This is an optimization exercise on Yosys and OpenROAD, whose aim is small area, a short achievable clock period and few clock cycles per item, not a production implementation.
The RTL was checked by simulation tests, not by an equivalence proof against the original design.

==> design/flow/design.v <==
package smm_pkg;
  localparam int unsigned MAX_NNZ = 8;
  localparam int unsigned IDX_W   = 5;
  localparam int unsigned VAL_W   = 4;
  localparam int unsigned OUT_W   = 9;
  localparam int unsigned SUM_W   = 7;    
endpackage
import smm_pkg::*;
module smm_result_list
(
  input  logic                            start_i,    
  input  logic [MAX_NNZ-1:0]              va_i,
  input  logic [MAX_NNZ-1:0][IDX_W-1:0]   ar_i,
  input  logic [MAX_NNZ-1:0][SUM_W-1:0]   av_i,
  input  logic [MAX_NNZ-1:0]              vb_i,
  input  logic [MAX_NNZ-1:0][MAX_NNZ-1:0] m_i,      
  input  logic [MAX_NNZ-1:0]              has_i,    
  input  logic [MAX_NNZ-1:0][IDX_W-1:0]   bc_i,
  input  logic [MAX_NNZ-1:0][VAL_W-1:0]   bv_i,
  input  logic [MAX_NNZ-1:0]              gm_i,
  input  logic [MAX_NNZ-1:0]              pm_i,
  output logic [IDX_W-1:0]                row_o,
  output logic [IDX_W-1:0]                col_o,
  output logic [OUT_W-1:0]                val_o,
  output logic [MAX_NNZ-1:0]              gm_o,
  output logic [MAX_NNZ-1:0]              pm_o,
  output logic                            last_o
);
  localparam int N = MAX_NNZ;
  logic [N-1:0] alive;           
  logic         any0;
  logic [N-1:0] sr;              
  logic [N-1:0] f0, g0, gm, pm, match, cand, hm, pga, after, fn, gn;
  logic [N-1:0][SUM_W-1:0] t;
  logic [N*VAL_W-1:0] gbv;
  logic more, any_next;
  always_comb begin
    sr[0] = 1'b0;
    for (int i = 1; i < N; i++) sr[i] = va_i[i] && (ar_i[i] == ar_i[i-1]);
    for (int i = 0; i < N; i++) begin
      f0[i] = has_i[i];
      for (int k = 0; k < i; k++) if (has_i[k]) f0[i] = 1'b0;
      if (i == 0) g0[i] = f0[i];
      else        g0[i] = f0[i] || (g0[i-1] && sr[i]);
    end
    gm = start_i ? g0 : gm_i;
    pm = start_i ? vb_i : pm_i;
    for (int j = 0; j < N; j++) begin
      match[j] = 1'b0;
      t[j]     = '0;
      for (int i = 0; i < N; i++) if (gm[i] && m_i[i][j]) begin
        match[j] = 1'b1;
        t[j]     = t[j] | av_i[i];
      end
      cand[j] = match[j] && pm[j];
    end
    alive = cand;
    for (int b = IDX_W - 1; b >= 0; b--) begin
      any0 = 1'b0;
      for (int j = 0; j < N; j++) if (alive[j] && !bc_i[j][b]) any0 = 1'b1;
      for (int j = 0; j < N; j++) if (any0 && bc_i[j][b]) alive[j] = 1'b0;
    end
    hm = alive;
    more = |(cand & ~hm);
    row_o = '0;
    for (int i = 0; i < N; i++) if (gm[i]) row_o = row_o | ar_i[i];
    col_o = '0;
    for (int j = 0; j < N; j++) if (hm[j]) col_o = col_o | bc_i[j];
    for (int j = 0; j < N; j++) gbv[j*VAL_W +: VAL_W] = hm[j] ? bv_i[j] : '0;
    for (int i = 0; i < N; i++) begin
      if (i == 0) pga[i] = gm[i];
      else        pga[i] = gm[i] || pga[i-1];
    end
    after = pga & ~gm & has_i;
    any_next = |after;
    for (int i = 0; i < N; i++) begin
      fn[i] = after[i];
      for (int k = 0; k < i; k++) if (after[k]) fn[i] = 1'b0;
      if (i == 0) gn[i] = fn[i];
      else        gn[i] = fn[i] || (gn[i-1] && sr[i]);
    end
    gm_o   = more ? gm : gn;
    pm_o   = more ? (pm & ~hm) : vb_i;
    last_o = !more && !any_next;
  end
  smm_val_sum u_sum (
    .gb  (gbv),
    .t   (t),
    .val (val_o)
  );
endmodule
module smm_val_sum (
  input  logic [31:0] gb,
  input  logic [55:0] t,
  output logic [8:0] val
);
  logic s1, c2, s3, c4, s5, c6, s7, c8;
  logic s9, c10, s11, c12, s13, c14, s15, c16;
  logic s17, c18, s19, c20, s21, c22, s23, c24;
  logic s25, c26, s27, c28, s29, c30, s31, c32;
  logic s33, c34, s35, c36, s37, c38, s39, c40;
  logic s41, c42, s43, c44, s45, c46, s47, c48;
  logic s49, c50, s51, c52, s53, c54, s55, c56;
  logic s57, c58, s59, c60, s61, c62, s63, c64;
  logic s65, c66, s67, c68, s69, c70, s71, c72;
  logic s73, c74, s75, c76, s77, c78, s79, c80;
  logic s81, c82, s83, c84, s85, c86, s87, c88;
  logic s89, c90, s91, c92, s93, c94, s95, c96;
  logic s97, c98, s99, c100, s101, c102, s103, c104;
  logic s105, c106, s107, c108, s109, c110, s111, c112;
  logic s113, c114, s115, c116, s117, c118, s119, c120;
  logic s121, c122, s123, c124, s125, c126, s127, c128;
  logic s129, c130, s131, c132, s133, c134, s135, c136;
  logic s137, c138, s139, c140, s141, c142, s143, c144;
  logic s145, c146, s147, c148, s149, c150, s151, c152;
  logic s153, c154, s155, c156, s157, c158, s159, c160;
  logic s161, c162, s163, c164, s165, c166, s167, c168;
  logic s169, c170, s171, c172, s173, c174, s175, c176;
  logic s177, c178, s179, c180, s181, c182, s183, c184;
  logic s185, c186, s187, c188, s189, c190, s191, c192;
  logic s193, c194, s195, c196, s197, c198, s199, c200;
  logic s201, c202, s203, c204, s205, c206, s207, c208;
  logic s209, c210, s211, c212, s213, c214, s215, c216;
  logic s217, c218, s219, c220, s221, c222, s223, c224;
  logic s225, c226, s227, c228, s229, c230, s231, c232;
  logic s233, c234, s235, c236, s237, c238, s239, c240;
  logic s241, c242, s243, c244, s245, c246, s247, c248;
  logic s249, c250, s251, c252, s253, c254, s255, c256;
  logic s257, c258, s259, c260, s261, c262, s263, c264;
  logic s265, c266, s267, c268, s269, c270, s271, c272;
  logic s273, c274, s275, c276, s277, c278, s279, c280;
  logic s281, c282, s283, c284, s285, c286, s287, c288;
  logic s289, c290, s291, c292, s293, c294, s295, c296;
  logic s297, c298, s299, c300, s301, c302, s303, c304;
  logic s305, c306, s307, c308, s309, c310, s311, c312;
  logic s313, c314, s315, c316, s317, c318, s319, c320;
  logic s321, c322, s323, c324, s325, c326, s327, c328;
  logic s329, c330, s331, c332, s333, c334, s335, c336;
  logic s337, c338, s339, c340, s341, c342, s343, c344;
  logic s345, c346, s347, c348, s349, c350, s351, c352;
  logic s353, c354, s355, c356, s357, c358, s359, c360;
  logic s361, c362, s363, c364, s365, c366, s367, c368;
  logic s369, c370, s371, c372, s373, c374, s375, c376;
  logic s377, c378;
  logic [8:0] ra, rb;    
  assign s1 = ~(gb[0] & t[3]) ^ ~(gb[1] & t[2]) ^ ~(gb[2] & t[1]);
  assign c2 = (~(gb[0] & t[3]) & ~(gb[1] & t[2])) | (~(gb[2] & t[1]) & (~(gb[0] & t[3]) ^ ~(gb[1] & t[2])));
  assign s3 = ~(gb[3] & t[0]) ^ ~(gb[4] & t[10]) ^ ~(gb[5] & t[9]);
  assign c4 = (~(gb[3] & t[0]) & ~(gb[4] & t[10])) | (~(gb[5] & t[9]) & (~(gb[3] & t[0]) ^ ~(gb[4] & t[10])));
  assign s5 = ~(gb[0] & t[4]) ^ ~(gb[1] & t[3]) ^ ~(gb[2] & t[2]);
  assign c6 = (~(gb[0] & t[4]) & ~(gb[1] & t[3])) | (~(gb[2] & t[2]) & (~(gb[0] & t[4]) ^ ~(gb[1] & t[3])));
  assign s7 = ~(gb[3] & t[1]) ^ ~(gb[4] & t[11]) ^ ~(gb[5] & t[10]);
  assign c8 = (~(gb[3] & t[1]) & ~(gb[4] & t[11])) | (~(gb[5] & t[10]) & (~(gb[3] & t[1]) ^ ~(gb[4] & t[11])));
  assign s9 = ~(gb[6] & t[9]) ^ ~(gb[7] & t[8]) ^ ~(gb[8] & t[18]);
  assign c10 = (~(gb[6] & t[9]) & ~(gb[7] & t[8])) | (~(gb[8] & t[18]) & (~(gb[6] & t[9]) ^ ~(gb[7] & t[8])));
  assign s11 = ~(gb[0] & t[5]) ^ ~(gb[1] & t[4]) ^ ~(gb[2] & t[3]);
  assign c12 = (~(gb[0] & t[5]) & ~(gb[1] & t[4])) | (~(gb[2] & t[3]) & (~(gb[0] & t[5]) ^ ~(gb[1] & t[4])));
  assign s13 = ~(gb[3] & t[2]) ^ ~(gb[4] & t[12]) ^ ~(gb[5] & t[11]);
  assign c14 = (~(gb[3] & t[2]) & ~(gb[4] & t[12])) | (~(gb[5] & t[11]) & (~(gb[3] & t[2]) ^ ~(gb[4] & t[12])));
  assign s15 = ~(gb[6] & t[10]) ^ ~(gb[7] & t[9]) ^ ~(gb[8] & t[19]);
  assign c16 = (~(gb[6] & t[10]) & ~(gb[7] & t[9])) | (~(gb[8] & t[19]) & (~(gb[6] & t[10]) ^ ~(gb[7] & t[9])));
  assign s17 = ~(~(gb[9] & t[18]) ^ ~(gb[10] & t[17]));
  assign c18 = ~(gb[9] & t[18]) | ~(gb[10] & t[17]);
  assign s19 = ~(gb[0] & t[6]) ^ ~(gb[1] & t[5]) ^ ~(gb[2] & t[4]);
  assign c20 = (~(gb[0] & t[6]) & ~(gb[1] & t[5])) | (~(gb[2] & t[4]) & (~(gb[0] & t[6]) ^ ~(gb[1] & t[5])));
  assign s21 = ~(gb[3] & t[3]) ^ ~(gb[4] & t[13]) ^ ~(gb[5] & t[12]);
  assign c22 = (~(gb[3] & t[3]) & ~(gb[4] & t[13])) | (~(gb[5] & t[12]) & (~(gb[3] & t[3]) ^ ~(gb[4] & t[13])));
  assign s23 = ~(gb[6] & t[11]) ^ ~(gb[7] & t[10]) ^ ~(gb[8] & t[20]);
  assign c24 = (~(gb[6] & t[11]) & ~(gb[7] & t[10])) | (~(gb[8] & t[20]) & (~(gb[6] & t[11]) ^ ~(gb[7] & t[10])));
  assign s25 = ~(gb[9] & t[19]) ^ ~(gb[10] & t[18]) ^ ~(gb[11] & t[17]);
  assign c26 = (~(gb[9] & t[19]) & ~(gb[10] & t[18])) | (~(gb[11] & t[17]) & (~(gb[9] & t[19]) ^ ~(gb[10] & t[18])));
  assign s27 = ~(gb[0] & t[2]) ^ ~(gb[1] & t[1]) ^ ~(gb[2] & t[0]);
  assign c28 = (~(gb[0] & t[2]) & ~(gb[1] & t[1])) | (~(gb[2] & t[0]) & (~(gb[0] & t[2]) ^ ~(gb[1] & t[1])));
  assign s29 = ~(gb[4] & t[9]) ^ ~(gb[5] & t[8]) ^ ~(gb[6] & t[7]);
  assign c30 = (~(gb[4] & t[9]) & ~(gb[5] & t[8])) | (~(gb[6] & t[7]) & (~(gb[4] & t[9]) ^ ~(gb[5] & t[8])));
  assign s31 = ~(~(gb[8] & t[16]) ^ ~(gb[9] & t[15]));
  assign c32 = ~(gb[8] & t[16]) | ~(gb[9] & t[15]);
  assign s33 = s1 ^ s3 ^ ~(gb[6] & t[8]);
  assign c34 = (s1 & s3) | (~(gb[6] & t[8]) & (s1 ^ s3));
  assign s35 = ~(gb[7] & t[7]) ^ ~(gb[8] & t[17]) ^ ~(gb[9] & t[16]);
  assign c36 = (~(gb[7] & t[7]) & ~(gb[8] & t[17])) | (~(gb[9] & t[16]) & (~(gb[7] & t[7]) ^ ~(gb[8] & t[17])));
  assign s37 = ~(gb[10] & t[15]) ^ ~(gb[11] & t[14]) ^ ~(gb[12] & t[24]);
  assign c38 = (~(gb[10] & t[15]) & ~(gb[11] & t[14])) | (~(gb[12] & t[24]) & (~(gb[10] & t[15]) ^ ~(gb[11] & t[14])));
  assign s39 = ~(gb[13] & t[23]) ^ ~(gb[14] & t[22]) ^ ~(gb[15] & t[21]);
  assign c40 = (~(gb[13] & t[23]) & ~(gb[14] & t[22])) | (~(gb[15] & t[21]) & (~(gb[13] & t[23]) ^ ~(gb[14] & t[22])));
  assign s41 = ~(gb[16] & t[31]) ^ ~(gb[17] & t[30]) ^ ~(gb[18] & t[29]);
  assign c42 = (~(gb[16] & t[31]) & ~(gb[17] & t[30])) | (~(gb[18] & t[29]) & (~(gb[16] & t[31]) ^ ~(gb[17] & t[30])));
  assign s43 = ~(gb[19] & t[28]) ^ ~(gb[20] & t[38]) ^ ~(gb[21] & t[37]);
  assign c44 = (~(gb[19] & t[28]) & ~(gb[20] & t[38])) | (~(gb[21] & t[37]) & (~(gb[19] & t[28]) ^ ~(gb[20] & t[38])));
  assign s45 = s5 ^ s7 ^ s9;
  assign c46 = (s5 & s7) | (s9 & (s5 ^ s7));
  assign s47 = ~(gb[9] & t[17]) ^ ~(gb[10] & t[16]) ^ ~(gb[11] & t[15]);
  assign c48 = (~(gb[9] & t[17]) & ~(gb[10] & t[16])) | (~(gb[11] & t[15]) & (~(gb[9] & t[17]) ^ ~(gb[10] & t[16])));
  assign s49 = ~(gb[12] & t[25]) ^ ~(gb[13] & t[24]) ^ ~(gb[14] & t[23]);
  assign c50 = (~(gb[12] & t[25]) & ~(gb[13] & t[24])) | (~(gb[14] & t[23]) & (~(gb[12] & t[25]) ^ ~(gb[13] & t[24])));
  assign s51 = ~(gb[15] & t[22]) ^ ~(gb[16] & t[32]) ^ ~(gb[17] & t[31]);
  assign c52 = (~(gb[15] & t[22]) & ~(gb[16] & t[32])) | (~(gb[17] & t[31]) & (~(gb[15] & t[22]) ^ ~(gb[16] & t[32])));
  assign s53 = ~(gb[18] & t[30]) ^ ~(gb[19] & t[29]) ^ ~(gb[20] & t[39]);
  assign c54 = (~(gb[18] & t[30]) & ~(gb[19] & t[29])) | (~(gb[20] & t[39]) & (~(gb[18] & t[30]) ^ ~(gb[19] & t[29])));
  assign s55 = ~(gb[21] & t[38]) ^ ~(gb[22] & t[37]) ^ ~(gb[23] & t[36]);
  assign c56 = (~(gb[21] & t[38]) & ~(gb[22] & t[37])) | (~(gb[23] & t[36]) & (~(gb[21] & t[38]) ^ ~(gb[22] & t[37])));
  assign s57 = ~(gb[24] & t[46]) ^ ~(gb[25] & t[45]) ^ ~(gb[26] & t[44]);
  assign c58 = (~(gb[24] & t[46]) & ~(gb[25] & t[45])) | (~(gb[26] & t[44]) & (~(gb[24] & t[46]) ^ ~(gb[25] & t[45])));
  assign s59 = ~(~(gb[27] & t[43]) ^ ~(gb[28] & t[53]));
  assign c60 = ~(gb[27] & t[43]) | ~(gb[28] & t[53]);
  assign s61 = s11 ^ s13 ^ s15;
  assign c62 = (s11 & s13) | (s15 & (s11 ^ s13));
  assign s63 = s17 ^ ~(gb[11] & t[16]) ^ ~(gb[12] & t[26]);
  assign c64 = (s17 & ~(gb[11] & t[16])) | (~(gb[12] & t[26]) & (s17 ^ ~(gb[11] & t[16])));
  assign s65 = ~(gb[13] & t[25]) ^ ~(gb[14] & t[24]) ^ ~(gb[15] & t[23]);
  assign c66 = (~(gb[13] & t[25]) & ~(gb[14] & t[24])) | (~(gb[15] & t[23]) & (~(gb[13] & t[25]) ^ ~(gb[14] & t[24])));
  assign s67 = ~(gb[16] & t[33]) ^ ~(gb[17] & t[32]) ^ ~(gb[18] & t[31]);
  assign c68 = (~(gb[16] & t[33]) & ~(gb[17] & t[32])) | (~(gb[18] & t[31]) & (~(gb[16] & t[33]) ^ ~(gb[17] & t[32])));
  assign s69 = ~(gb[19] & t[30]) ^ ~(gb[20] & t[40]) ^ ~(gb[21] & t[39]);
  assign c70 = (~(gb[19] & t[30]) & ~(gb[20] & t[40])) | (~(gb[21] & t[39]) & (~(gb[19] & t[30]) ^ ~(gb[20] & t[40])));
  assign s71 = ~(gb[22] & t[38]) ^ ~(gb[23] & t[37]) ^ ~(gb[24] & t[47]);
  assign c72 = (~(gb[22] & t[38]) & ~(gb[23] & t[37])) | (~(gb[24] & t[47]) & (~(gb[22] & t[38]) ^ ~(gb[23] & t[37])));
  assign s73 = ~(gb[25] & t[46]) ^ ~(gb[26] & t[45]) ^ ~(gb[27] & t[44]);
  assign c74 = (~(gb[25] & t[46]) & ~(gb[26] & t[45])) | (~(gb[27] & t[44]) & (~(gb[25] & t[46]) ^ ~(gb[26] & t[45])));
  assign s75 = ~(gb[28] & t[54]) ^ ~(gb[29] & t[53]) ^ ~(gb[30] & t[52]);
  assign c76 = (~(gb[28] & t[54]) & ~(gb[29] & t[53])) | (~(gb[30] & t[52]) & (~(gb[28] & t[54]) ^ ~(gb[29] & t[53])));
  assign s77 = ~(~(gb[31] & t[51]) ^ c6);
  assign c78 = ~(gb[31] & t[51]) | c6;
  assign s79 = s19 ^ s21 ^ s23;
  assign c80 = (s19 & s21) | (s23 & (s19 ^ s21));
  assign s81 = s25 ^ ~(gb[12] & t[27]) ^ ~(gb[13] & t[26]);
  assign c82 = (s25 & ~(gb[12] & t[27])) | (~(gb[13] & t[26]) & (s25 ^ ~(gb[12] & t[27])));
  assign s83 = ~(gb[14] & t[25]) ^ ~(gb[15] & t[24]) ^ ~(gb[16] & t[34]);
  assign c84 = (~(gb[14] & t[25]) & ~(gb[15] & t[24])) | (~(gb[16] & t[34]) & (~(gb[14] & t[25]) ^ ~(gb[15] & t[24])));
  assign s85 = ~(gb[17] & t[33]) ^ ~(gb[18] & t[32]) ^ ~(gb[19] & t[31]);
  assign c86 = (~(gb[17] & t[33]) & ~(gb[18] & t[32])) | (~(gb[19] & t[31]) & (~(gb[17] & t[33]) ^ ~(gb[18] & t[32])));
  assign s87 = ~(gb[20] & t[41]) ^ ~(gb[21] & t[40]) ^ ~(gb[22] & t[39]);
  assign c88 = (~(gb[20] & t[41]) & ~(gb[21] & t[40])) | (~(gb[22] & t[39]) & (~(gb[20] & t[41]) ^ ~(gb[21] & t[40])));
  assign s89 = ~(gb[23] & t[38]) ^ ~(gb[24] & t[48]) ^ ~(gb[25] & t[47]);
  assign c90 = (~(gb[23] & t[38]) & ~(gb[24] & t[48])) | (~(gb[25] & t[47]) & (~(gb[23] & t[38]) ^ ~(gb[24] & t[48])));
  assign s91 = ~(gb[26] & t[46]) ^ ~(gb[27] & t[45]) ^ ~(gb[28] & t[55]);
  assign c92 = (~(gb[26] & t[46]) & ~(gb[27] & t[45])) | (~(gb[28] & t[55]) & (~(gb[26] & t[46]) ^ ~(gb[27] & t[45])));
  assign s93 = ~(gb[29] & t[54]) ^ ~(gb[30] & t[53]) ^ ~(gb[31] & t[52]);
  assign c94 = (~(gb[29] & t[54]) & ~(gb[30] & t[53])) | (~(gb[31] & t[52]) & (~(gb[29] & t[54]) ^ ~(gb[30] & t[53])));
  assign s95 = c12 ^ c14 ^ c16;
  assign c96 = (c12 & c14) | (c16 & (c12 ^ c14));
  assign s97 = ~(gb[1] & t[6]) ^ ~(gb[2] & t[5]) ^ ~(gb[3] & t[4]);
  assign c98 = (~(gb[1] & t[6]) & ~(gb[2] & t[5])) | (~(gb[3] & t[4]) & (~(gb[1] & t[6]) ^ ~(gb[2] & t[5])));
  assign s99 = ~(gb[5] & t[13]) ^ ~(gb[6] & t[12]) ^ ~(gb[7] & t[11]);
  assign c100 = (~(gb[5] & t[13]) & ~(gb[6] & t[12])) | (~(gb[7] & t[11]) & (~(gb[5] & t[13]) ^ ~(gb[6] & t[12])));
  assign s101 = ~(gb[9] & t[20]) ^ ~(gb[10] & t[19]) ^ ~(gb[11] & t[18]);
  assign c102 = (~(gb[9] & t[20]) & ~(gb[10] & t[19])) | (~(gb[11] & t[18]) & (~(gb[9] & t[20]) ^ ~(gb[10] & t[19])));
  assign s103 = ~(gb[13] & t[27]) ^ ~(gb[14] & t[26]) ^ ~(gb[15] & t[25]);
  assign c104 = (~(gb[13] & t[27]) & ~(gb[14] & t[26])) | (~(gb[15] & t[25]) & (~(gb[13] & t[27]) ^ ~(gb[14] & t[26])));
  assign s105 = ~(gb[17] & t[34]) ^ ~(gb[18] & t[33]) ^ ~(gb[19] & t[32]);
  assign c106 = (~(gb[17] & t[34]) & ~(gb[18] & t[33])) | (~(gb[19] & t[32]) & (~(gb[17] & t[34]) ^ ~(gb[18] & t[33])));
  assign s107 = ~(gb[21] & t[41]) ^ ~(gb[22] & t[40]) ^ ~(gb[23] & t[39]);
  assign c108 = (~(gb[21] & t[41]) & ~(gb[22] & t[40])) | (~(gb[23] & t[39]) & (~(gb[21] & t[41]) ^ ~(gb[22] & t[40])));
  assign s109 = ~(gb[25] & t[48]) ^ ~(gb[26] & t[47]) ^ ~(gb[27] & t[46]);
  assign c110 = (~(gb[25] & t[48]) & ~(gb[26] & t[47])) | (~(gb[27] & t[46]) & (~(gb[25] & t[48]) ^ ~(gb[26] & t[47])));
  assign s111 = ~(gb[29] & t[55]) ^ ~(gb[30] & t[54]) ^ ~(gb[31] & t[53]);
  assign c112 = (~(gb[29] & t[55]) & ~(gb[30] & t[54])) | (~(gb[31] & t[53]) & (~(gb[29] & t[55]) ^ ~(gb[30] & t[54])));
  assign s113 = c20 ^ c22 ^ c24;
  assign c114 = (c20 & c22) | (c24 & (c20 ^ c22));
  assign s115 = ~(gb[2] & t[6]) ^ ~(gb[3] & t[5]) ^ ~(gb[6] & t[13]);
  assign c116 = (~(gb[2] & t[6]) & ~(gb[3] & t[5])) | (~(gb[6] & t[13]) & (~(gb[2] & t[6]) ^ ~(gb[3] & t[5])));
  assign s117 = ~(gb[7] & t[12]) ^ ~(gb[10] & t[20]) ^ ~(gb[11] & t[19]);
  assign c118 = (~(gb[7] & t[12]) & ~(gb[10] & t[20])) | (~(gb[11] & t[19]) & (~(gb[7] & t[12]) ^ ~(gb[10] & t[20])));
  assign s119 = ~(gb[14] & t[27]) ^ ~(gb[15] & t[26]) ^ ~(gb[18] & t[34]);
  assign c120 = (~(gb[14] & t[27]) & ~(gb[15] & t[26])) | (~(gb[18] & t[34]) & (~(gb[14] & t[27]) ^ ~(gb[15] & t[26])));
  assign s121 = ~(gb[0] & t[1]) ^ ~(gb[1] & t[0]) ^ ~(gb[4] & t[8]);
  assign c122 = (~(gb[0] & t[1]) & ~(gb[1] & t[0])) | (~(gb[4] & t[8]) & (~(gb[0] & t[1]) ^ ~(gb[1] & t[0])));
  assign s123 = ~(~(gb[5] & t[7]) ^ ~(gb[8] & t[15]));
  assign c124 = ~(gb[5] & t[7]) | ~(gb[8] & t[15]);
  assign s125 = s27 ^ s29 ^ s31;
  assign c126 = (s27 & s29) | (s31 & (s27 ^ s29));
  assign s127 = ~(gb[10] & t[14]) ^ ~(gb[12] & t[23]) ^ ~(gb[13] & t[22]);
  assign c128 = (~(gb[10] & t[14]) & ~(gb[12] & t[23])) | (~(gb[13] & t[22]) & (~(gb[10] & t[14]) ^ ~(gb[12] & t[23])));
  assign s129 = ~(gb[14] & t[21]) ^ ~(gb[16] & t[30]) ^ ~(gb[17] & t[29]);
  assign c130 = (~(gb[14] & t[21]) & ~(gb[16] & t[30])) | (~(gb[17] & t[29]) & (~(gb[14] & t[21]) ^ ~(gb[16] & t[30])));
  assign s131 = ~(gb[18] & t[28]) ^ ~(gb[20] & t[37]) ^ ~(gb[21] & t[36]);
  assign c132 = (~(gb[18] & t[28]) & ~(gb[20] & t[37])) | (~(gb[21] & t[36]) & (~(gb[18] & t[28]) ^ ~(gb[20] & t[37])));
  assign s133 = s33 ^ s35 ^ s37;
  assign c134 = (s33 & s35) | (s37 & (s33 ^ s35));
  assign s135 = s39 ^ s41 ^ s43;
  assign c136 = (s39 & s41) | (s43 & (s39 ^ s41));
  assign s137 = ~(gb[22] & t[36]) ^ ~(gb[23] & t[35]) ^ ~(gb[24] & t[45]);
  assign c138 = (~(gb[22] & t[36]) & ~(gb[23] & t[35])) | (~(gb[24] & t[45]) & (~(gb[22] & t[36]) ^ ~(gb[23] & t[35])));
  assign s139 = ~(gb[25] & t[44]) ^ ~(gb[26] & t[43]) ^ ~(gb[27] & t[42]);
  assign c140 = (~(gb[25] & t[44]) & ~(gb[26] & t[43])) | (~(gb[27] & t[42]) & (~(gb[25] & t[44]) ^ ~(gb[26] & t[43])));
  assign s141 = ~(gb[28] & t[52]) ^ ~(gb[29] & t[51]) ^ ~(gb[30] & t[50]);
  assign c142 = (~(gb[28] & t[52]) & ~(gb[29] & t[51])) | (~(gb[30] & t[50]) & (~(gb[28] & t[52]) ^ ~(gb[29] & t[51])));
  assign s143 = s45 ^ s47 ^ s49;
  assign c144 = (s45 & s47) | (s49 & (s45 ^ s47));
  assign s145 = s51 ^ s53 ^ s55;
  assign c146 = (s51 & s53) | (s55 & (s51 ^ s53));
  assign s147 = s57 ^ s59 ^ ~(gb[29] & t[52]);
  assign c148 = (s57 & s59) | (~(gb[29] & t[52]) & (s57 ^ s59));
  assign s149 = ~(gb[30] & t[51]) ^ ~(gb[31] & t[50]) ^ c2;
  assign c150 = (~(gb[30] & t[51]) & ~(gb[31] & t[50])) | (c2 & (~(gb[30] & t[51]) ^ ~(gb[31] & t[50])));
  assign s151 = c4 ^ c34 ^ c36;
  assign c152 = (c4 & c34) | (c36 & (c4 ^ c34));
  assign s153 = ~(c38 ^ c40);
  assign c154 = c38 | c40;
  assign s155 = s61 ^ s63 ^ s65;
  assign c156 = (s61 & s63) | (s65 & (s61 ^ s63));
  assign s157 = s67 ^ s69 ^ s71;
  assign c158 = (s67 & s69) | (s71 & (s67 ^ s69));
  assign s159 = s73 ^ s75 ^ s77;
  assign c160 = (s73 & s75) | (s77 & (s73 ^ s75));
  assign s161 = c8 ^ c10 ^ c46;
  assign c162 = (c8 & c10) | (c46 & (c8 ^ c10));
  assign s163 = c48 ^ c50 ^ c52;
  assign c164 = (c48 & c50) | (c52 & (c48 ^ c50));
  assign s165 = c54 ^ c56 ^ c58;
  assign c166 = (c54 & c56) | (c58 & (c54 ^ c56));
  assign s167 = s79 ^ s81 ^ s83;
  assign c168 = (s79 & s81) | (s83 & (s79 ^ s81));
  assign s169 = s85 ^ s87 ^ s89;
  assign c170 = (s85 & s87) | (s89 & (s85 ^ s87));
  assign s171 = s91 ^ s93 ^ s95;
  assign c172 = (s91 & s93) | (s95 & (s91 ^ s93));
  assign s173 = c18 ^ c62 ^ c64;
  assign c174 = (c18 & c62) | (c64 & (c18 ^ c62));
  assign s175 = c66 ^ c68 ^ c70;
  assign c176 = (c66 & c68) | (c70 & (c66 ^ c68));
  assign s177 = c72 ^ c74 ^ c76;
  assign c178 = (c72 & c74) | (c76 & (c72 ^ c74));
  assign s179 = s97 ^ s99 ^ s101;
  assign c180 = (s97 & s99) | (s101 & (s97 ^ s99));
  assign s181 = s103 ^ s105 ^ s107;
  assign c182 = (s103 & s105) | (s107 & (s103 ^ s105));
  assign s183 = s109 ^ s111 ^ s113;
  assign c184 = (s109 & s111) | (s113 & (s109 ^ s111));
  assign s185 = c26 ^ c80 ^ c82;
  assign c186 = (c26 & c80) | (c82 & (c26 ^ c80));
  assign s187 = c84 ^ c86 ^ c88;
  assign c188 = (c84 & c86) | (c88 & (c84 ^ c86));
  assign s189 = c90 ^ c92 ^ c94;
  assign c190 = (c90 & c92) | (c94 & (c90 ^ c92));
  assign s191 = s115 ^ s117 ^ s119;
  assign c192 = (s115 & s117) | (s119 & (s115 ^ s117));
  assign s193 = ~(gb[19] & t[33]) ^ ~(gb[22] & t[41]) ^ ~(gb[23] & t[40]);
  assign c194 = (~(gb[19] & t[33]) & ~(gb[22] & t[41])) | (~(gb[23] & t[40]) & (~(gb[19] & t[33]) ^ ~(gb[22] & t[41])));
  assign s195 = ~(gb[26] & t[48]) ^ ~(gb[27] & t[47]) ^ ~(gb[30] & t[55]);
  assign c196 = (~(gb[26] & t[48]) & ~(gb[27] & t[47])) | (~(gb[30] & t[55]) & (~(gb[26] & t[48]) ^ ~(gb[27] & t[47])));
  assign s197 = ~(gb[31] & t[54]) ^ c98 ^ c100;
  assign c198 = (~(gb[31] & t[54]) & c98) | (c100 & (~(gb[31] & t[54]) ^ c98));
  assign s199 = c102 ^ c104 ^ c106;
  assign c200 = (c102 & c104) | (c106 & (c102 ^ c104));
  assign s201 = c108 ^ c110 ^ c112;
  assign c202 = (c108 & c110) | (c112 & (c108 ^ c110));
  assign s203 = s121 ^ s123 ^ ~(gb[9] & t[14]);
  assign c204 = (s121 & s123) | (~(gb[9] & t[14]) & (s121 ^ s123));
  assign s205 = ~(gb[12] & t[22]) ^ ~(gb[13] & t[21]) ^ ~(gb[16] & t[29]);
  assign c206 = (~(gb[12] & t[22]) & ~(gb[13] & t[21])) | (~(gb[16] & t[29]) & (~(gb[12] & t[22]) ^ ~(gb[13] & t[21])));
  assign s207 = s125 ^ s127 ^ s129;
  assign c208 = (s125 & s127) | (s129 & (s125 ^ s127));
  assign s209 = s131 ^ ~(gb[22] & t[35]) ^ ~(gb[24] & t[44]);
  assign c210 = (s131 & ~(gb[22] & t[35])) | (~(gb[24] & t[44]) & (s131 ^ ~(gb[22] & t[35])));
  assign s211 = ~(gb[25] & t[43]) ^ ~(gb[26] & t[42]) ^ ~(gb[28] & t[51]);
  assign c212 = (~(gb[25] & t[43]) & ~(gb[26] & t[42])) | (~(gb[28] & t[51]) & (~(gb[25] & t[43]) ^ ~(gb[26] & t[42])));
  assign s213 = s133 ^ s135 ^ s137;
  assign c214 = (s133 & s135) | (s137 & (s133 ^ s135));
  assign s215 = s139 ^ s141 ^ ~(gb[31] & t[49]);
  assign c216 = (s139 & s141) | (~(gb[31] & t[49]) & (s139 ^ s141));
  assign s217 = c28 ^ c30 ^ c32;
  assign c218 = (c28 & c30) | (c32 & (c28 ^ c30));
  assign s219 = ~(c126 ^ c128);
  assign c220 = c126 | c128;
  assign s221 = s143 ^ s145 ^ s147;
  assign c222 = (s143 & s145) | (s147 & (s143 ^ s145));
  assign s223 = s149 ^ s151 ^ s153;
  assign c224 = (s149 & s151) | (s153 & (s149 ^ s151));
  assign s225 = c42 ^ c44 ^ c134;
  assign c226 = (c42 & c44) | (c134 & (c42 ^ c44));
  assign s227 = c136 ^ c138 ^ c140;
  assign c228 = (c136 & c138) | (c140 & (c136 ^ c138));
  assign s229 = s155 ^ s157 ^ s159;
  assign c230 = (s155 & s157) | (s159 & (s155 ^ s157));
  assign s231 = s161 ^ s163 ^ s165;
  assign c232 = (s161 & s163) | (s165 & (s161 ^ s163));
  assign s233 = c60 ^ c144 ^ c146;
  assign c234 = (c60 & c144) | (c146 & (c60 ^ c144));
  assign s235 = c148 ^ c150 ^ c152;
  assign c236 = (c148 & c150) | (c152 & (c148 ^ c150));
  assign s237 = s167 ^ s169 ^ s171;
  assign c238 = (s167 & s169) | (s171 & (s167 ^ s169));
  assign s239 = s173 ^ s175 ^ s177;
  assign c240 = (s173 & s175) | (s177 & (s173 ^ s175));
  assign s241 = c78 ^ c156 ^ c158;
  assign c242 = (c78 & c156) | (c158 & (c78 ^ c156));
  assign s243 = c160 ^ c162 ^ c164;
  assign c244 = (c160 & c162) | (c164 & (c160 ^ c162));
  assign s245 = s179 ^ s181 ^ s183;
  assign c246 = (s179 & s181) | (s183 & (s179 ^ s181));
  assign s247 = s185 ^ s187 ^ s189;
  assign c248 = (s185 & s187) | (s189 & (s185 ^ s187));
  assign s249 = c96 ^ c168 ^ c170;
  assign c250 = (c96 & c168) | (c170 & (c96 ^ c168));
  assign s251 = c172 ^ c174 ^ c176;
  assign c252 = (c172 & c174) | (c176 & (c172 ^ c174));
  assign s253 = s191 ^ s193 ^ s195;
  assign c254 = (s191 & s193) | (s195 & (s191 ^ s193));
  assign s255 = s197 ^ s199 ^ s201;
  assign c256 = (s197 & s199) | (s201 & (s197 ^ s199));
  assign s257 = c114 ^ c180 ^ c182;
  assign c258 = (c114 & c180) | (c182 & (c114 ^ c180));
  assign s259 = c184 ^ c186 ^ c188;
  assign c260 = (c184 & c186) | (c188 & (c184 ^ c186));
  assign s261 = ~(gb[0] & t[0]) ^ ~(gb[4] & t[7]) ^ ~(gb[8] & t[14]);
  assign c262 = (~(gb[0] & t[0]) & ~(gb[4] & t[7])) | (~(gb[8] & t[14]) & (~(gb[0] & t[0]) ^ ~(gb[4] & t[7])));
  assign s263 = s203 ^ s205 ^ ~(gb[17] & t[28]);
  assign c264 = (s203 & s205) | (~(gb[17] & t[28]) & (s203 ^ s205));
  assign s265 = ~(gb[20] & t[36]) ^ ~(gb[21] & t[35]) ^ ~(gb[24] & t[43]);
  assign c266 = (~(gb[20] & t[36]) & ~(gb[21] & t[35])) | (~(gb[24] & t[43]) & (~(gb[20] & t[36]) ^ ~(gb[21] & t[35])));
  assign s267 = s207 ^ s209 ^ s211;
  assign c268 = (s207 & s209) | (s211 & (s207 ^ s209));
  assign s269 = ~(gb[29] & t[50]) ^ ~(gb[30] & t[49]) ^ c122;
  assign c270 = (~(gb[29] & t[50]) & ~(gb[30] & t[49])) | (c122 & (~(gb[29] & t[50]) ^ ~(gb[30] & t[49])));
  assign s271 = ~(c124 ^ c204);
  assign c272 = c124 | c204;
  assign s273 = s213 ^ s215 ^ s217;
  assign c274 = (s213 & s215) | (s217 & (s213 ^ s215));
  assign s275 = s219 ^ c130 ^ c132;
  assign c276 = (s219 & c130) | (c132 & (s219 ^ c130));
  assign s277 = c208 ^ c210 ^ c212;
  assign c278 = (c208 & c210) | (c212 & (c208 ^ c210));
  assign s279 = s221 ^ s223 ^ s225;
  assign c280 = (s221 & s223) | (s225 & (s221 ^ s223));
  assign s281 = s227 ^ c142 ^ c214;
  assign c282 = (s227 & c142) | (c214 & (s227 ^ c142));
  assign s283 = c216 ^ c218 ^ c220;
  assign c284 = (c216 & c218) | (c220 & (c216 ^ c218));
  assign s285 = s229 ^ s231 ^ s233;
  assign c286 = (s229 & s231) | (s233 & (s229 ^ s231));
  assign s287 = s235 ^ c154 ^ c222;
  assign c288 = (s235 & c154) | (c222 & (s235 ^ c154));
  assign s289 = c224 ^ c226 ^ c228;
  assign c290 = (c224 & c226) | (c228 & (c224 ^ c226));
  assign s291 = s237 ^ s239 ^ s241;
  assign c292 = (s237 & s239) | (s241 & (s237 ^ s239));
  assign s293 = s243 ^ c166 ^ c230;
  assign c294 = (s243 & c166) | (c230 & (s243 ^ c166));
  assign s295 = c232 ^ c234 ^ c236;
  assign c296 = (c232 & c234) | (c236 & (c232 ^ c234));
  assign s297 = s245 ^ s247 ^ s249;
  assign c298 = (s245 & s247) | (s249 & (s245 ^ s247));
  assign s299 = s251 ^ c178 ^ c238;
  assign c300 = (s251 & c178) | (c238 & (s251 ^ c178));
  assign s301 = c240 ^ c242 ^ c244;
  assign c302 = (c240 & c242) | (c244 & (c240 ^ c242));
  assign s303 = s253 ^ s255 ^ s257;
  assign c304 = (s253 & s255) | (s257 & (s253 ^ s255));
  assign s305 = s259 ^ c190 ^ c246;
  assign c306 = (s259 & c190) | (c246 & (s259 ^ c190));
  assign s307 = c248 ^ c250 ^ c252;
  assign c308 = (c248 & c250) | (c252 & (c248 ^ c250));
  assign s309 = s261 ^ ~(gb[12] & t[21]) ^ ~(gb[16] & t[28]);
  assign c310 = (s261 & ~(gb[12] & t[21])) | (~(gb[16] & t[28]) & (s261 ^ ~(gb[12] & t[21])));
  assign s311 = s263 ^ s265 ^ ~(gb[25] & t[42]);
  assign c312 = (s263 & s265) | (~(gb[25] & t[42]) & (s263 ^ s265));
  assign s313 = ~(~(gb[28] & t[50]) ^ ~(gb[29] & t[49]));
  assign c314 = ~(gb[28] & t[50]) | ~(gb[29] & t[49]);
  assign s315 = s267 ^ s269 ^ s271;
  assign c316 = (s267 & s269) | (s271 & (s267 ^ s269));
  assign s317 = c206 ^ c264 ^ c266;
  assign c318 = (c206 & c264) | (c266 & (c206 ^ c264));
  assign s319 = s273 ^ s275 ^ s277;
  assign c320 = (s273 & s275) | (s277 & (s273 ^ s275));
  assign s321 = c268 ^ c270 ^ c272;
  assign c322 = (c268 & c270) | (c272 & (c268 ^ c270));
  assign s323 = s279 ^ s281 ^ s283;
  assign c324 = (s279 & s281) | (s283 & (s279 ^ s281));
  assign s325 = c274 ^ c276 ^ c278;
  assign c326 = (c274 & c276) | (c278 & (c274 ^ c276));
  assign s327 = s285 ^ s287 ^ s289;
  assign c328 = (s285 & s287) | (s289 & (s285 ^ s287));
  assign s329 = c280 ^ c282 ^ c284;
  assign c330 = (c280 & c282) | (c284 & (c280 ^ c282));
  assign s331 = s291 ^ s293 ^ s295;
  assign c332 = (s291 & s293) | (s295 & (s291 ^ s293));
  assign s333 = c286 ^ c288 ^ c290;
  assign c334 = (c286 & c288) | (c290 & (c286 ^ c288));
  assign s335 = s297 ^ s299 ^ s301;
  assign c336 = (s297 & s299) | (s301 & (s297 ^ s299));
  assign s337 = c292 ^ c294 ^ c296;
  assign c338 = (c292 & c294) | (c296 & (c292 ^ c294));
  assign s339 = s303 ^ s305 ^ s307;
  assign c340 = (s303 & s305) | (s307 & (s303 ^ s305));
  assign s341 = c298 ^ c300 ^ c302;
  assign c342 = (c298 & c300) | (c302 & (c298 ^ c300));
  assign s343 = ~(s309 ^ ~(gb[20] & t[35]));
  assign c344 = s309 | ~(gb[20] & t[35]);
  assign s345 = s311 ^ s313 ^ c262;
  assign c346 = (s311 & s313) | (c262 & (s311 ^ s313));
  assign s347 = s315 ^ s317 ^ c312;
  assign c348 = (s315 & s317) | (c312 & (s315 ^ s317));
  assign s349 = s319 ^ s321 ^ c316;
  assign c350 = (s319 & s321) | (c316 & (s319 ^ s321));
  assign s351 = s323 ^ s325 ^ c320;
  assign c352 = (s323 & s325) | (c320 & (s323 ^ s325));
  assign s353 = s327 ^ s329 ^ c324;
  assign c354 = (s327 & s329) | (c324 & (s327 ^ s329));
  assign s355 = s331 ^ s333 ^ c328;
  assign c356 = (s331 & s333) | (c328 & (s331 ^ s333));
  assign s357 = s335 ^ s337 ^ c332;
  assign c358 = (s335 & s337) | (c332 & (s335 ^ s337));
  assign s359 = s339 ^ s341 ^ c336;
  assign c360 = (s339 & s341) | (c336 & (s339 ^ s341));
  assign s361 = ~(s343 ^ ~(gb[24] & t[42]));
  assign c362 = s343 | ~(gb[24] & t[42]);
  assign s363 = s345 ^ c310 ^ c344;
  assign c364 = (s345 & c310) | (c344 & (s345 ^ c310));
  assign s365 = s347 ^ c314 ^ c346;
  assign c366 = (s347 & c314) | (c346 & (s347 ^ c314));
  assign s367 = s349 ^ c318 ^ c348;
  assign c368 = (s349 & c318) | (c348 & (s349 ^ c318));
  assign s369 = s351 ^ c322 ^ c350;
  assign c370 = (s351 & c322) | (c350 & (s351 ^ c322));
  assign s371 = s353 ^ c326 ^ c352;
  assign c372 = (s353 & c326) | (c352 & (s353 ^ c326));
  assign s373 = s355 ^ c330 ^ c354;
  assign c374 = (s355 & c330) | (c354 & (s355 ^ c330));
  assign s375 = s357 ^ c334 ^ c356;
  assign c376 = (s357 & c334) | (c356 & (s357 ^ c334));
  assign s377 = s359 ^ c338 ^ c358;
  assign c378 = (s359 & c338) | (c358 & (s359 ^ c338));
  assign ra = {s377, s375, s373, s371, s369, s367, s365, s363, s361};
  assign rb = {c376, c374, c372, c370, c368, c366, c364, c362, ~(gb[28] & t[49])};
  assign val = (~ra) + (~rb);
endmodule
import smm_pkg::*;
module sparse_matrix_mult
(
  input  logic             clk,
  input  logic             rst_n,
  input  logic             in_valid_size,
  input  logic             in_size,
  input  logic             in_valid_a,
  input  logic [IDX_W-1:0] in_row_a,
  input  logic [IDX_W-1:0] in_col_a,
  input  logic [VAL_W-1:0] in_val_a,
  input  logic             in_valid_b,
  input  logic [IDX_W-1:0] in_row_b,
  input  logic [IDX_W-1:0] in_col_b,
  input  logic [VAL_W-1:0] in_val_b,
  output logic             out_valid,
  output logic [IDX_W-1:0] out_row,
  output logic [IDX_W-1:0] out_col,
  output logic [OUT_W-1:0] out_val
);
  localparam int N = MAX_NNZ;
  function automatic logic [SUM_W-1:0] add_f(input logic [SUM_W-1:0] a, input logic [SUM_W-1:0] b);
    logic [SUM_W-1:0] s;
    logic c;
    c = 1'b0;
    for (int i = 0; i < SUM_W; i++) begin
      s[i] = a[i] ^ b[i] ^ c;
      c    = (a[i] && b[i]) || (c && (a[i] ^ b[i]));
    end
    add_f = s;
  endfunction
  localparam logic [1:0] S_IDLE = 2'd0, S_INA = 2'd1, S_INB = 2'd2, S_OUT = 2'd3;
  logic [1:0]       st_q;
  logic             size_q;
  logic [IDX_W-1:0] mask_c;
  logic             aq_v;
  logic [IDX_W-1:0] aq_r, aq_c;
  logic [VAL_W-1:0] aq_w;
  logic [N-1:0]     va_q;
  logic [N-1:0][IDX_W-1:0] ar_q;
  logic [N-1:0][IDX_W-1:0] ac_q;
  logic [N-1:0][SUM_W-1:0] av_q;
  logic [N-1:0]     vb_c;     
  logic [N:0]       bnx_q;    
  logic [N-1:0][N-1:0] m_q;  
  logic [N-1:0]     has_q;    
  logic [N-1:0][IDX_W-1:0] bc_q;
  logic [N-1:0][VAL_W-1:0] bv_q;
  logic [N-1:0]     gm_q, pm_q;
  logic             out_valid_q;
  logic [IDX_W-1:0] out_row_q, out_col_q;
  logic [OUT_W-1:0] out_val_q;
  logic             in_job_c, emit_c;
  logic [IDX_W-1:0] g_row, g_col;
  logic [OUT_W-1:0] g_val;
  logic [N-1:0]     g_gm, g_pm;
  logic             g_last;
  assign mask_c   = {size_q, {(IDX_W-1){1'b1}}};
  assign in_job_c = (st_q == S_INA) || (st_q == S_INB);
  assign emit_c   = ((st_q == S_INB) && !in_valid_b) || (st_q == S_OUT);
  smm_result_list u_gen (
    .start_i (st_q == S_INB),
    .va_i    (va_q),
    .ar_i    (ar_q),
    .av_i    (av_q),
    .vb_i    (vb_c),
    .m_i     (m_q),
    .has_i   (has_q & va_q),
    .bc_i    (bc_q),
    .bv_i    (bv_q),
    .gm_i    (gm_q),
    .pm_i    (pm_q),
    .row_o   (g_row),
    .col_o   (g_col),
    .val_o   (g_val),
    .gm_o    (g_gm),
    .pm_o    (g_pm),
    .last_o  (g_last)
  );
  always_ff @(posedge clk or posedge rst_n) begin
    if (rst_n) begin
      st_q        <= S_IDLE;
      out_valid_q <= 1'b0;
    end else begin
      out_valid_q <= emit_c;
      case (st_q)
        S_IDLE:  if (in_valid_size) st_q <= S_INA;
        S_INA:   if (in_valid_b) st_q <= S_INB;
        S_INB:   if (!in_valid_b) st_q <= g_last ? S_IDLE : S_OUT;
        default: if (g_last) st_q <= S_IDLE;
      endcase
    end
  end
  always_ff @(posedge clk) begin
    if ((st_q == S_IDLE) && in_valid_size) size_q <= in_size;
    aq_v <= in_valid_a;
    aq_r <= in_row_a;
    aq_c <= in_col_a;
    aq_w <= in_val_a;
    out_row_q <= g_row;
    out_col_q <= g_col;
    out_val_q <= g_val;
    gm_q <= g_gm;
    pm_q <= g_pm;
  end
  logic [2*IDX_W-1:0] a_key_c;
  logic [N-1:0]       a_lt_c, a_eq_c;
  logic [SUM_W-1:0]   a_hit_v_c, a_sum_c;
  always_comb begin
    a_key_c   = {aq_r & mask_c, aq_c & mask_c};
    a_hit_v_c = '0;
    for (int k = 0; k < N; k++) begin
      a_lt_c[k] = va_q[k] && (ar_q[k] <= a_key_c[2*IDX_W-1:IDX_W]);
      a_eq_c[k] = va_q[k] && ({ar_q[k], ac_q[k]} == a_key_c);
      if (a_eq_c[k]) a_hit_v_c = a_hit_v_c | av_q[k];
    end
    a_sum_c = add_f(a_hit_v_c, SUM_W'(aq_w));
  end
  logic [N-1:0] va_d_c;    
  always_comb begin
    va_d_c = va_q;
    if (in_job_c && aq_v && !(|a_eq_c)) va_d_c = {va_q[N-2:0], 1'b1};
  end
  always_ff @(posedge clk) begin
    if (st_q == S_IDLE) va_q <= '0;
    else va_q <= va_d_c;
  end
  logic [N-1:0][IDX_W-1:0] ac_d;    
  always_comb begin
    for (int k = 0; k < N; k++) begin
      ac_d[k] = ac_q[k];
      if (in_job_c && aq_v && !(|a_eq_c) && !a_lt_c[k])
        ac_d[k] = (k == 0 || a_lt_c[(k+N-1)%N]) ? (aq_c & mask_c) : ac_q[(k+N-1)%N];
    end
  end
  always_ff @(posedge clk) begin
    ac_q <= ac_d;
    if (in_job_c && aq_v) begin
      if (|a_eq_c) begin
        for (int k = 0; k < N; k++) if (a_eq_c[k]) av_q[k] <= a_sum_c;
      end else begin
        for (int k = 0; k < N; k++) begin
          if (!a_lt_c[k]) begin
            if (k == 0 || a_lt_c[(k+N-1)%N]) begin
              ar_q[k] <= aq_r & mask_c;
              av_q[k] <= SUM_W'(aq_w);
            end else begin
              ar_q[k] <= ar_q[(k+N-1)%N];
              av_q[k] <= av_q[(k+N-1)%N];
            end
          end
        end
      end
    end
  end
  always_comb begin
    vb_c[0] = !bnx_q[0];
    for (int k = 1; k < N; k++) vb_c[k] = vb_c[k-1] && !bnx_q[k];
  end
  always_ff @(posedge clk) begin
    if (st_q == S_IDLE) bnx_q <= (N+1)'(1);
    else if (in_valid_b) bnx_q <= {bnx_q[N-1:0], 1'b0};
    for (int k = 0; k < N; k++) begin
      if (bnx_q[k]) begin
        bc_q[k] <= in_col_b & mask_c;
        bv_q[k] <= in_val_b;
      end
    end
  end
  logic [N-1:0] b_hit_c;
  always_comb begin
    for (int i = 0; i < N; i++) b_hit_c[i] = ac_d[i] == (in_row_b & mask_c);
  end
  always_ff @(posedge clk) begin
    if (st_q == S_IDLE) has_q <= '0;
    else if (in_valid_b) has_q <= has_q | b_hit_c;
    for (int k = 0; k < N; k++)
      if (bnx_q[k])
        for (int i = 0; i < N; i++) m_q[i][k] <= b_hit_c[i];
  end
  assign out_valid = out_valid_q;
  assign out_row   = out_row_q;
  assign out_col   = out_col_q;
  assign out_val   = out_val_q;
endmodule
==> design/flow/flow/run.sh <==
#!/bin/bash
# The standard layout (standard.sh: the standard flow's synthesis and ORFS flow, unchanged
# scripts), with two optimisation knobs passed to ORFS's make:
#  - port buffers use buf_2 instead of the resizer's default pick (a slow
#    delay buffer), so input and output paths are not held back by them;
#  - repair_timing aims for 46.9 ns of setup slack on the 60 ns clock, so it
#    upsizes/buffers the few paths that are slower than the I/O paths anyway.
# The clock period and the SDC are the design's; nothing else changes.
set -euo pipefail
bash standard.sh SETUP_SLACK_MARGIN=46.9 'BUFFER_PORTS_ARGS=-buffer_cell sky130_fd_sc_hd__buf_2' finish > layout.log 2>&1
==> design/flow/standard.sh <==
#!/bin/bash
# synth_recipe.tcl (not shown) runs the flow's synth.tcl, then flattens the netlist and writes it again
# the make line also repeats each setting of config.mk as NAME=value (left out here)
make -C /OpenROAD-flow-scripts/flow DESIGN_CONFIG=/design/flow/config.mk WORK_HOME=/design/flow/orfs CLKGATE_MAP_FILE= SYNTH_SCRIPT=/design/flow/synth_recipe.tcl "${@:-finish}"
==> design/flow/config.mk <==
export PLATFORM = sky130hd
export DESIGN_NAME = sparse_matrix_mult
export DESIGN_NICKNAME = sparse_matrix_mult
export VERILOG_FILES = /design/flow/design.v
export SDC_FILE = /design/flow/constraint.sdc
export NUM_CORES = 4
export LEC_CHECK = 0
export ABC_AREA = 1
export CAP_MARGIN = 0
export CORE_MARGIN = 2
export CORE_UTILIZATION = 45
export CTS_CLUSTER_DIAMETER = 100
export CTS_CLUSTER_SIZE = 20
export PLACE_DENSITY = 0.6
export SLEW_MARGIN = 0
==> design/flow/constraint.sdc <==
create_clock -name core_clock -period 60.0 [get_ports {clk}]
set_input_delay 12.0000 -clock core_clock [delete_from_list [all_inputs] [get_ports {clk}]]
set_output_delay 12.0000 -clock core_clock [all_outputs]
set_load 0.01 [all_outputs]
==> metrics.md <==
| Metric | Value |
|---|---|
| Outcome | finished clean |
| Post-synth top cells | nand2_1 (509), inv_1 (415), nor2_1 (368) |
| WP depth | 1 |
| Setup TNS | 0 ns |
| # hold bufs at CTS | 0 |
| WS Path Type | reg -> out |
| Fill count | 5490 |
| Die boundary width | 242.2 um |
| Crit share post-route | 21.79% |
| Clk Latency, worst-skew pair | 0.58 ns |
| DR vias | 23250 |
| Avg Vias per Cell | 6.029 |
| Multi-input combinational cell area | 14530 um^2 |
| Initial core utilization | 45.38% |
| Rows | 87 |
| Synth top area share | 27.40% |
| Hold Path Depth | 0 |
| CTS tree | built |
| # Max-Cap Violations | 0 |
| GRT Total Usage | 33.71% |
| Yosys reg bits | 350 |
| CP Capture Type | output port |
| DR iter-0 viols | 3013 |
| Number of synthesized flops with an enable pin | 233 |
| Routed len/inst | 26.02 um |
| Drc violations | 0 |
| Share of cells above drive strength 1 | 10.29% |
| Area Growth Syn to Fin | 9.863% |
| RSZ-0062 raised after global routing | true |
| CP Buf/Inv Count | 1 |
| Final min period | 13.08 ns |
| Seq/Total Area, Yosys | 36.63% |
| CTS buffer count | 23 |
| Layout Skew | 0.02493 ns |
| Slowest stage delay, CP | 0.37 ns |
| Final Hold Vio Count | 0 |
| Post-synth ARST share | 0.8571% |
| Initial antenna violation count | 0 |
| Global-route wire length before repair | 147900 um |
| Final WL | 100300 um |
| Syn Nets | 3281 |
| Cells along the critical path | buf_2 |
| Slew headroom | 21.71% |
| R2R depth | 75 |
| PortBufs | 53 |
| Number of global-route vias before repair | 22590 |
| DRT Pass-1 Iters | 7 |
| Area leader, netlist | edfxtp_1 |
| Final GP Congestion | 1.035 |
| Critical Path RT | 48.00 ns |
| Setup violators final | 0 |
| Synth top area cells | edfxtp_1 (27%), fa_1 (13%), dfxtp_1 (8.9%) |
| HPWL after detailed placement | 77830 um |
| Critical-path top delay cell | dfrtp_1 |
| # IOs | 54 |
| Core ar. | 56280 um^2 |
| Fmax | 0.07647 GHz |
| CTS Root Cell | clkbuf_16 |
| Worst-margin pin slew | 1.170 ns |
| Synthesis Warnings | 2 |
| Most common cell in the netlist | nand2_1 |
| Number of library cell types mapped by synthesis | 57 |
| N_diodes | 0 |
| Util after Layout | 49.85% |
| Max FO, Critical Path | 1 |
| CTS H-tree lvls | 1 |
| Longest Clk Path Bufs | 3 |
| FF+latch area | 9354 um^2 |
| Reg clk slew, reported paths | 0.09 ns |
| Antenna viol nets, final | 0 |
| Slew Viols, Final | 0 |
| Synth Flop Type | edfxtp_1 |
| Crit path max-delay family | flip-flops |
| Startpoint type of the worst setup path | flip-flop |
| Die ar. | 58670 um^2 |
| Syn Std Cell Area | 25540 um^2 |
| Clk sink count | 350 |
| Data arrival time of the worst path | 1.08 ns |
| Die height | 242.2 um |
| Largest net degree at the start of global routing | 31 |
| NumNets Final | 3346 |
| Synth Instances | 3019 |
| Syn avg cell area | 8.459 um^2 |
| Hold Path Class | reg -> reg |
| Global route overflow | 0 |
final cells by class:
cell class                 count  area share [%]
clock inverter                 4          0.2051
multi-input combinational   2108           51.80
timing repair buffer          99           2.194
clock buffer                  37           2.274
sequential                   350           33.34
tap                          756           3.372
inverter                     501           6.792
timing repair inverter         1         0.01784
layer usage:
layer  vias up  routed length, um  track usage (%)
li1      10370                  -                -
met5         -                  0                0
met3       211               9270            5.417
met4         0               3655            11.00
met1     11460              43990            49.07
met2      1206              43420            51.32
flip-flops by register name, summed over array words and instances (netlist names):
signal / count
out_row_q: 5
size_q: 1
va_q: 8
aq_r: 5
ar_q: 40
out_val_q: 9
aq_v: 1
m_q: 64
av_q: 56
bnx_q: 8
out_col_q: 5
bc_q: 40
gm_q: 8
aq_w: 4
ac_q: 40
aq_c: 5
st_q: 2
out_valid_q: 1
bv_q: 32
pm_q: 8
has_q: 8
kinds of logic after synthesis:
group,after synthesis,share of synthesized area [%]
compound gates,593,14.85
xor+xnor,79,2.709
fa+ha+maj,228,15.93
buf+inv,561,8.501
flops,350,36.63
simple gates,1208,21.38
path summary, 6_finish.rpt:
| kind | startpoint | to | slack, ns |
|---|---|---|---|
| max reg2reg | ar_q[7]$_DFFE_PP_ | out_val_q[8]$_DFF_P_ | 47.53 |
| max | out_valid_q$_DFF_PP0_ | out_valid | 46.92 |
| min in group asynchronous | rst_n | out_valid_q$_DFF_PP0_ | 11.27 |
| max in group asynchronous | rst_n | st_q[0]$_DFFE_PP0P_ | 48.61 |
| min | aq_r[1]$_DFF_P_ | ar_q[1]$_DFFE_PP_ | 0.48 |
| min reg2reg | aq_r[1]$_DFF_P_ | ar_q[1]$_DFFE_PP_ | 0.48 |
cell usage in the layout (no fill, tap or decap), drive strengths merged, types with 13 or more instances in the layout:
| cell type | synthesis | layout |
|---|---|---|
| nand3 | 155 | 155 |
| clkinv | 54 | 57 |
| a2111oi | 22 | 22 |
| buf | 20 | 99 |
| xnor2 | 20 | 20 |
| xor2 | 59 | 59 |
| nor3 | 15 | 15 |
| or4 | 29 | 29 |
| inv | 447 | 445 |
| edfxtp | 233 | 233 |
| o21ai | 161 | 161 |
| or2 | 31 | 31 |
| nor2 | 374 | 374 |
| fa | 162 | 162 |
| nand4 | 19 | 19 |
| a221oi | 23 | 23 |
| a211oi | 13 | 13 |
| nand2 | 551 | 551 |
| clkbuf | 40 | 37 |
| a21oi | 107 | 107 |
| o22ai | 125 | 125 |
| o2111ai | 13 | 13 |
| dfxtp | 114 | 114 |
| o221ai | 74 | 74 |
| ha | 66 | 66 |
| o211ai | 20 | 20 |
per-stage QoR:
stage          std cells  area [um^2]  worst slack, ns  hold slack [ns]
4_1_cts             3838        27560            46.89           0.4801
5_1_grt             3856        28060            46.86           0.4941
2_1_floorplan       3019        25770            46.84           0.4305
3_5_place_dp        3797        26860            46.27           0.4593
3_3_place_gp        3797        26860            46.31           0.4482
6_report            3856        28060            46.92           0.4757
timing repair:
item                       4_1_cts  5_1_grt
resized for setup                2       85
cloned                           0        1
buffers inserted                 0       17
pin swaps                        0        7
setup endpoints to repair        6       31
Testbench counts, summed over its fixed seeds: cycles 14,413, jobs 800.

==> what the ideal ports hide <==
No port has a modelled driver above. Below, the same layout with a new extraction and two added sets of constraints.
Step 1, drivers: a clkbuf_16 drives clk and a buf_2 each remaining input, both assumed.
Step 2, shift: input delay + t, output delay - t, t = (earliest + latest rising clock arrival at the registers) / 2. This alone moves slack from input paths to output paths.
Slacks: no drivers / after step 1 / after step 2; pairs: no drivers / after step 1.
t (ns): 0.635
slack for setup (ns): 46.923 / 46.860 / 46.366
slew at the worst register clock pin (ns): 0.09 / 0.09
worst data-port slew with drivers (ns): 0.03
After both steps this run still meets setup and hold. The setup slack of this run moves by -0.063 ns with the drivers and by -0.557 ns with both steps.
